This is an optimization exercise on Yosys and OpenROAD, whose aim is small area, not a production implementation. Only simulation tests tie the RTL to the original design; equivalence was not proved. Power is estimated from default activity; no workload was simulated.

==> 08-09: inputs <==
Design mips_register_file, start of the top module:
module mips_register_file #(
  parameter int DATA_W = mips_pkg::DATA_W,
  parameter int ADDR_W = mips_pkg::REG_ADDR_W,
  parameter int NUM_REGS = mips_pkg::NUM_REGS
) (
  input  logic              clk,
  input  logic              rst_n,
  input  logic              reg_write,
  input  logic [ADDR_W-1:0] read_reg1,
  input  logic [ADDR_W-1:0] read_reg2,
  input  logic [ADDR_W-1:0] write_reg,
  input  logic [DATA_W-1:0] write_data,
  output logic [DATA_W-1:0] read_data1,
  output logic [DATA_W-1:0] read_data2
);
==> module mips_register_file, before the edit <==
module mips_register_file #(
  parameter int DATA_W = mips_pkg::DATA_W,
  parameter int ADDR_W = mips_pkg::REG_ADDR_W,
  parameter int NUM_REGS = mips_pkg::NUM_REGS
) (
  input  logic              clk,
  input  logic              rst_n,
  input  logic              reg_write,
  input  logic [ADDR_W-1:0] read_reg1,
  input  logic [ADDR_W-1:0] read_reg2,
  input  logic [ADDR_W-1:0] write_reg,
  input  logic [DATA_W-1:0] write_data,
  output logic [DATA_W-1:0] read_data1,
  output logic [DATA_W-1:0] read_data2
);
  logic [DATA_W-1:0] regs [NUM_REGS];
  logic [NUM_REGS-1:1] we;
  logic [DATA_W-1:0] rd [2];
  assign regs[0] = '0;
  for (genvar i = 1; i < NUM_REGS; i++) begin : g_reg
    assign we[i] = reg_write && write_reg == ADDR_W'(i);
    reg32_en #(.W(DATA_W)) u_reg (
      .clk  (clk),
      .rst_n(rst_n),
      .en   (we[i]),
      .d    (write_data),
      .q    (regs[i])
    );
  end
  for (genvar p = 0; p < 2; p++) begin : g_port
    logic [ADDR_W-1:0] sel;
    assign sel = (p == 0) ? read_reg1 : read_reg2;
    for (genvar l = 0; l < ADDR_W; l++) begin : g_lvl
      logic [DATA_W-1:0] y [NUM_REGS>>(l+1)];
      for (genvar j = 0; j < (NUM_REGS >> (l + 1)); j++) begin : g_cell
        if (l == 0) begin : g_leaf
          mux2_32 #(.W(DATA_W)) u_mux (
            .sel(sel[0]),
            .a  (regs[2*j]),
            .b  (regs[2*j+1]),
            .y  (y[j])
          );
        end else begin : g_node
          mux2_32 #(.W(DATA_W)) u_mux (
            .sel(sel[l]),
            .a  (g_lvl[l-1].y[2*j]),
            .b  (g_lvl[l-1].y[2*j+1]),
            .y  (y[j])
          );
        end
      end
    end
    assign rd[p] = g_lvl[ADDR_W-1].y[0];
  end
  assign read_data1 = rd[0];
  assign read_data2 = rd[1];
endmodule
clock: 6.0 ns
lec_check: 0
cap_margin: 20
core_margin: 2
core_utilization: 40
slew_margin: 20
run.sh (not shown) runs the stock make flow with config.mk's settings and CLKGATE_MAP_FILE= SYNTH_SCRIPT=/design/flow/synth_recipe.tcl, a recipe that flattens the netlist after the stock synthesis.
==> inputs of 02-08, as changes to 08-09 <==
--- a/flow/design.v
+++ b/flow/design.v
@@ -20,2 +20,44 @@
   assign y = sel ? b : a;
+endmodule
+module rf_ao22 (
+  input  logic a1, a2, b1, b2,
+  output logic y
+);
+  assign y = (a1 & a2) | (b1 & b2);
+endmodule
+module rf_aoi22 (
+  input  logic a1, a2, b1, b2,
+  output logic y
+);
+  assign y = ~((a1 & a2) | (b1 & b2));
+endmodule
+module rf_aoi222 (
+  input  logic a1, a2, b1, b2, c1, c2,
+  output logic y
+);
+  assign y = ~((a1 & a2) | (b1 & b2) | (c1 & c2));
+endmodule
+module rf_nand2 (
+  input  logic a, b,
+  output logic y
+);
+  assign y = ~(a & b);
+endmodule
+module rf_nand3 (
+  input  logic a, b, c,
+  output logic y
+);
+  assign y = ~(a & b & c);
+endmodule
+module rf_nand4 (
+  input  logic a, b, c, d,
+  output logic y
+);
+  assign y = ~(a & b & c & d);
+endmodule
+module rf_or3 (
+  input  logic a, b, c,
+  output logic y
+);
+  assign y = a | b | c;
 endmodule
@@ -50,43 +92,45 @@
 );
-  logic [DATA_W-1:0] regs [NUM_REGS];
-  logic [NUM_REGS-1:1] we;
-  logic [DATA_W-1:0] rd [2];
-  assign regs[0] = '0;
+  logic [NUM_REGS-1:1][DATA_W-1:0] regs;
+  logic [NUM_REGS-1:1][DATA_W-1:0] nxt;
+  logic [NUM_REGS-1:1] valid;
+  logic [NUM_REGS-1:1] we, we_n;
   for (genvar i = 1; i < NUM_REGS; i++) begin : g_reg
     assign we[i] = reg_write && write_reg == ADDR_W'(i);
-    reg32_en #(.W(DATA_W)) u_reg (
-      .clk  (clk),
-      .rst_n(rst_n),
-      .en   (we[i]),
-      .d    (write_data),
-      .q    (regs[i])
-    );
+    assign we_n[i] = !we[i];
+    for (genvar b = 0; b < DATA_W; b++) begin : g_bit
+      rf_ao22 u_hold (.a1(we[i]), .a2(write_data[b]), .b1(we_n[i]), .b2(regs[i][b]), .y(nxt[i][b]));
+    end
+    always_ff @(posedge clk) regs[i] <= nxt[i];
   end
+  always_ff @(posedge clk or negedge rst_n)
+    if (!rst_n) valid <= '0;
+    else valid <= valid | we;
   for (genvar p = 0; p < 2; p++) begin : g_port
-    logic [ADDR_W-1:0] sel;
-    assign sel = (p == 0) ? read_reg1 : read_reg2;
-    for (genvar l = 0; l < ADDR_W; l++) begin : g_lvl
-      logic [DATA_W-1:0] y [NUM_REGS>>(l+1)];
-      for (genvar j = 0; j < (NUM_REGS >> (l + 1)); j++) begin : g_cell
-        if (l == 0) begin : g_leaf
-          mux2_32 #(.W(DATA_W)) u_mux (
-            .sel(sel[0]),
-            .a  (regs[2*j]),
-            .b  (regs[2*j+1]),
-            .y  (y[j])
-          );
-        end else begin : g_node
-          mux2_32 #(.W(DATA_W)) u_mux (
-            .sel(sel[l]),
-            .a  (g_lvl[l-1].y[2*j]),
-            .b  (g_lvl[l-1].y[2*j+1]),
-            .y  (y[j])
-          );
-        end
+    logic [ADDR_W-1:0] ra;
+    logic [NUM_REGS-1:1] sel;
+    logic [DATA_W-1:0] rd;
+    assign ra = (p == 0) ? read_reg1 : read_reg2;
+    for (genvar i = 1; i < NUM_REGS; i++) begin : g_sel
+      assign sel[i] = valid[i] && ra == ADDR_W'(i);
+    end
+    for (genvar b = 0; b < DATA_W; b++) begin : g_bit
+      logic [10:0] t_n;   
+      logic [2:0] t;      
+      for (genvar g = 0; g < 10; g++) begin : g_grp
+        rf_aoi222 u_g (.a1(sel[3*g+1]), .a2(regs[3*g+1][b]),
+                       .b1(sel[3*g+2]), .b2(regs[3*g+2][b]),
+                       .c1(sel[3*g+3]), .c2(regs[3*g+3][b]), .y(t_n[g]));
       end
+      rf_nand2 u_g31 (.a(sel[31]), .b(regs[31][b]), .y(t_n[10]));
+      rf_nand4 u_n0 (.a(t_n[0]), .b(t_n[1]), .c(t_n[2]), .d(t_n[3]), .y(t[0]));
+      rf_nand4 u_n1 (.a(t_n[4]), .b(t_n[5]), .c(t_n[6]), .d(t_n[7]), .y(t[1]));
+      rf_nand3 u_n2 (.a(t_n[8]), .b(t_n[9]), .c(t_n[10]), .y(t[2]));
+      rf_or3 u_o (.a(t[0]), .b(t[1]), .c(t[2]), .y(rd[b]));
     end
-    assign rd[p] = g_lvl[ADDR_W-1].y[0];
+    if (p == 0) begin : g_o1
+      assign read_data1 = rd;
+    end else begin : g_o2
+      assign read_data2 = rd;
+    end
   end
-  assign read_data1 = rd[0];
-  assign read_data2 = rd[1];
 endmodule
==> flow/flow/run.sh (new file) <==
#!/bin/bash
# Layout flow: the standard ORFS flow (standard.sh, unchanged synthesis), with two
# changes: the ports are buffered with buf_2 cells instead of the resizer's default pick,
# and the clock tree is built from clkbuf_4 clusters of up to 9 flip-flops without
# dummy loads. Each tool's log stays under orfs/logs; make's own output goes to make.log.
set -euo pipefail
export BUFFER_PORTS_ARGS="-buffer_cell sky130_fd_sc_hd__buf_2"
export CTS_ARGS="-sink_clustering_enable -repair_clock_nets -dont_use_dummy_load -buf_list sky130_fd_sc_hd__clkbuf_4 -sink_clustering_size 9 -sink_clustering_max_diameter 60"
bash standard.sh > make.log 2>&1
==> flow/standard.sh (new file) <==
#!/bin/bash
# synth_recipe.tcl (not shown) runs the flow's synth.tcl, then flattens the netlist and writes it again
# the make line also repeats each setting of config.mk as NAME=value (left out here)
make -C /OpenROAD-flow-scripts/flow DESIGN_CONFIG=/design/flow/config.mk WORK_HOME=/design/flow/orfs CLKGATE_MAP_FILE= SYNTH_SCRIPT=/design/flow/synth_recipe.tcl "${@:-finish}"
SETUP_SLACK_MARGIN = 0.1   (was not set)
SYNTH_HIERARCHICAL = 1   (was not set)
removed: flow/run.sh
==> inputs of 08-19, as changes to 08-09 <==
--- a/flow/design.v
+++ b/flow/design.v
@@ -20,2 +20,44 @@
   assign y = sel ? b : a;
+endmodule
+module rf_ao22 (
+  input  logic a1, a2, b1, b2,
+  output logic y
+);
+  assign y = (a1 & a2) | (b1 & b2);
+endmodule
+module rf_aoi22 (
+  input  logic a1, a2, b1, b2,
+  output logic y
+);
+  assign y = ~((a1 & a2) | (b1 & b2));
+endmodule
+module rf_aoi222 (
+  input  logic a1, a2, b1, b2, c1, c2,
+  output logic y
+);
+  assign y = ~((a1 & a2) | (b1 & b2) | (c1 & c2));
+endmodule
+module rf_nand2 (
+  input  logic a, b,
+  output logic y
+);
+  assign y = ~(a & b);
+endmodule
+module rf_nand3 (
+  input  logic a, b, c,
+  output logic y
+);
+  assign y = ~(a & b & c);
+endmodule
+module rf_nand4 (
+  input  logic a, b, c, d,
+  output logic y
+);
+  assign y = ~(a & b & c & d);
+endmodule
+module rf_or3 (
+  input  logic a, b, c,
+  output logic y
+);
+  assign y = a | b | c;
 endmodule
@@ -50,43 +92,45 @@
 );
-  logic [DATA_W-1:0] regs [NUM_REGS];
-  logic [NUM_REGS-1:1] we;
-  logic [DATA_W-1:0] rd [2];
-  assign regs[0] = '0;
+  logic [NUM_REGS-1:1][DATA_W-1:0] regs;
+  logic [NUM_REGS-1:1][DATA_W-1:0] nxt;
+  logic [NUM_REGS-1:1] valid;
+  logic [NUM_REGS-1:1] we, we_n;
   for (genvar i = 1; i < NUM_REGS; i++) begin : g_reg
     assign we[i] = reg_write && write_reg == ADDR_W'(i);
-    reg32_en #(.W(DATA_W)) u_reg (
-      .clk  (clk),
-      .rst_n(rst_n),
-      .en   (we[i]),
-      .d    (write_data),
-      .q    (regs[i])
-    );
+    assign we_n[i] = !we[i];
+    for (genvar b = 0; b < DATA_W; b++) begin : g_bit
+      rf_ao22 u_hold (.a1(we[i]), .a2(write_data[b]), .b1(we_n[i]), .b2(regs[i][b]), .y(nxt[i][b]));
+    end
+    always_ff @(posedge clk) regs[i] <= nxt[i];
   end
+  always_ff @(posedge clk or negedge rst_n)
+    if (!rst_n) valid <= '0;
+    else valid <= valid | we;
   for (genvar p = 0; p < 2; p++) begin : g_port
-    logic [ADDR_W-1:0] sel;
-    assign sel = (p == 0) ? read_reg1 : read_reg2;
-    for (genvar l = 0; l < ADDR_W; l++) begin : g_lvl
-      logic [DATA_W-1:0] y [NUM_REGS>>(l+1)];
-      for (genvar j = 0; j < (NUM_REGS >> (l + 1)); j++) begin : g_cell
-        if (l == 0) begin : g_leaf
-          mux2_32 #(.W(DATA_W)) u_mux (
-            .sel(sel[0]),
-            .a  (regs[2*j]),
-            .b  (regs[2*j+1]),
-            .y  (y[j])
-          );
-        end else begin : g_node
-          mux2_32 #(.W(DATA_W)) u_mux (
-            .sel(sel[l]),
-            .a  (g_lvl[l-1].y[2*j]),
-            .b  (g_lvl[l-1].y[2*j+1]),
-            .y  (y[j])
-          );
-        end
+    logic [ADDR_W-1:0] ra;
+    logic [NUM_REGS-1:1] sel;
+    logic [DATA_W-1:0] rd;
+    assign ra = (p == 0) ? read_reg1 : read_reg2;
+    for (genvar i = 1; i < NUM_REGS; i++) begin : g_sel
+      assign sel[i] = valid[i] && ra == ADDR_W'(i);
+    end
+    for (genvar b = 0; b < DATA_W; b++) begin : g_bit
+      logic [10:0] t_n;   
+      logic [2:0] t;      
+      for (genvar g = 0; g < 10; g++) begin : g_grp
+        rf_aoi222 u_g (.a1(sel[3*g+1]), .a2(regs[3*g+1][b]),
+                       .b1(sel[3*g+2]), .b2(regs[3*g+2][b]),
+                       .c1(sel[3*g+3]), .c2(regs[3*g+3][b]), .y(t_n[g]));
       end
+      rf_nand2 u_g31 (.a(sel[31]), .b(regs[31][b]), .y(t_n[10]));
+      rf_nand4 u_n0 (.a(t_n[0]), .b(t_n[1]), .c(t_n[2]), .d(t_n[3]), .y(t[0]));
+      rf_nand4 u_n1 (.a(t_n[4]), .b(t_n[5]), .c(t_n[6]), .d(t_n[7]), .y(t[1]));
+      rf_nand3 u_n2 (.a(t_n[8]), .b(t_n[9]), .c(t_n[10]), .y(t[2]));
+      rf_or3 u_o (.a(t[0]), .b(t[1]), .c(t[2]), .y(rd[b]));
     end
-    assign rd[p] = g_lvl[ADDR_W-1].y[0];
+    if (p == 0) begin : g_o1
+      assign read_data1 = rd;
+    end else begin : g_o2
+      assign read_data2 = rd;
+    end
   end
-  assign read_data1 = rd[0];
-  assign read_data2 = rd[1];
 endmodule
CTS_BUF_LIST = sky130_fd_sc_hd__clkbuf_16   (was not set)
CTS_CLUSTER_DIAMETER = 50   (was not set)
CTS_CLUSTER_SIZE = 25   (was not set)
SETUP_SLACK_MARGIN = 0.1   (was not set)
SYNTH_HIERARCHICAL = 1   (was not set)
==> results.txt <==
fraction of area in multi-input gates=0.3910; Vias=39147; Filler cells=roughly 8600; half-perimeter wire length after placement=106700 microns; share of layout cells above drive strength 1=0.1327; status=finished clean; vias in the first global route=36773; pre-CTS setup slack=0.2033 ns; total wire length=188300 microns; Mapped Cells=3209; Leak=19.15 nW; clkbuf count=between 100 and 150; routing usage on met1=0.4877; first-pass GRT wire length=264300 microns; Worst VDD drop=0.0002503 V; most frequent cells in the layout=a22o_1, dfxtp_1, a222oi_1, nand4_1, buf_4
The numbers above come from 08-19.

==> results.txt <==
share of layout cells above drive strength 1=0.4936; status=finished clean; Mapped Cells=between 3000 and 4000; pre-CTS setup slack=0.5903 ns; Leak=approximately 26 nW; vias in the first global route=approximately 35000; Filler cells=11605; Vias=33723; clkbuf count=150; Worst VDD drop=0.0002206 V; total wire length=167200 microns; half-perimeter wire length after placement=slightly above 100000 microns; routing usage on met1=0.3468; fraction of area in multi-input gates=0.4456
The numbers above come from 08-09.

==> results.txt <==
status=finished clean; clkbuf count=132; share of layout cells above drive strength 1=0.1264; routing usage on met1=0.4881; pre-CTS setup slack=1.002 ns; Vias=approximately 40000; Filler cells=8923; vias in the first global route=36767; fraction of area in multi-input gates=0.4313; first-pass GRT wire length=265200 microns; most frequent cells in the layout=a22o_1, dfxtp_1, a222oi_1, clkbuf_4, nand4_1
The numbers above come from 02-08.

## afterwards: timing with drivers on the ports
No port has a modelled driver above. Below, the same layouts with a new extraction and two added sets of constraints. Step 1, drivers: a clkbuf_16 drives clk and a buf_2 each remaining input, both assumed. Step 2 also shifts input and output timing later by t, the mid clock arrival at the registers, as if the neighbouring blocks saw the same clock. Three values: ideal, step 1, step 2; two values: the first two.
run	shift t [ns]	slack for setup (ns)	worst hold slack (ns)	worst data-port slew with drivers (ns)
08-09	0.810	0.576 / 0.520 / 0.520	0.481 / 0.448 / 0.516	0.23
02-08	1.139	0.725 / 0.691 / 0.691	0.173 / 0.136 / 0.488	0.08
08-19	0.762	0.059 / 0.024 / 0.024	0.480 / 0.480 / 0.480	0.06
After both steps every run listed still meets setup and hold. The setup slack of 08-09, which loses most, moves by -0.056 ns with the drivers and by -0.056 ns with both steps.
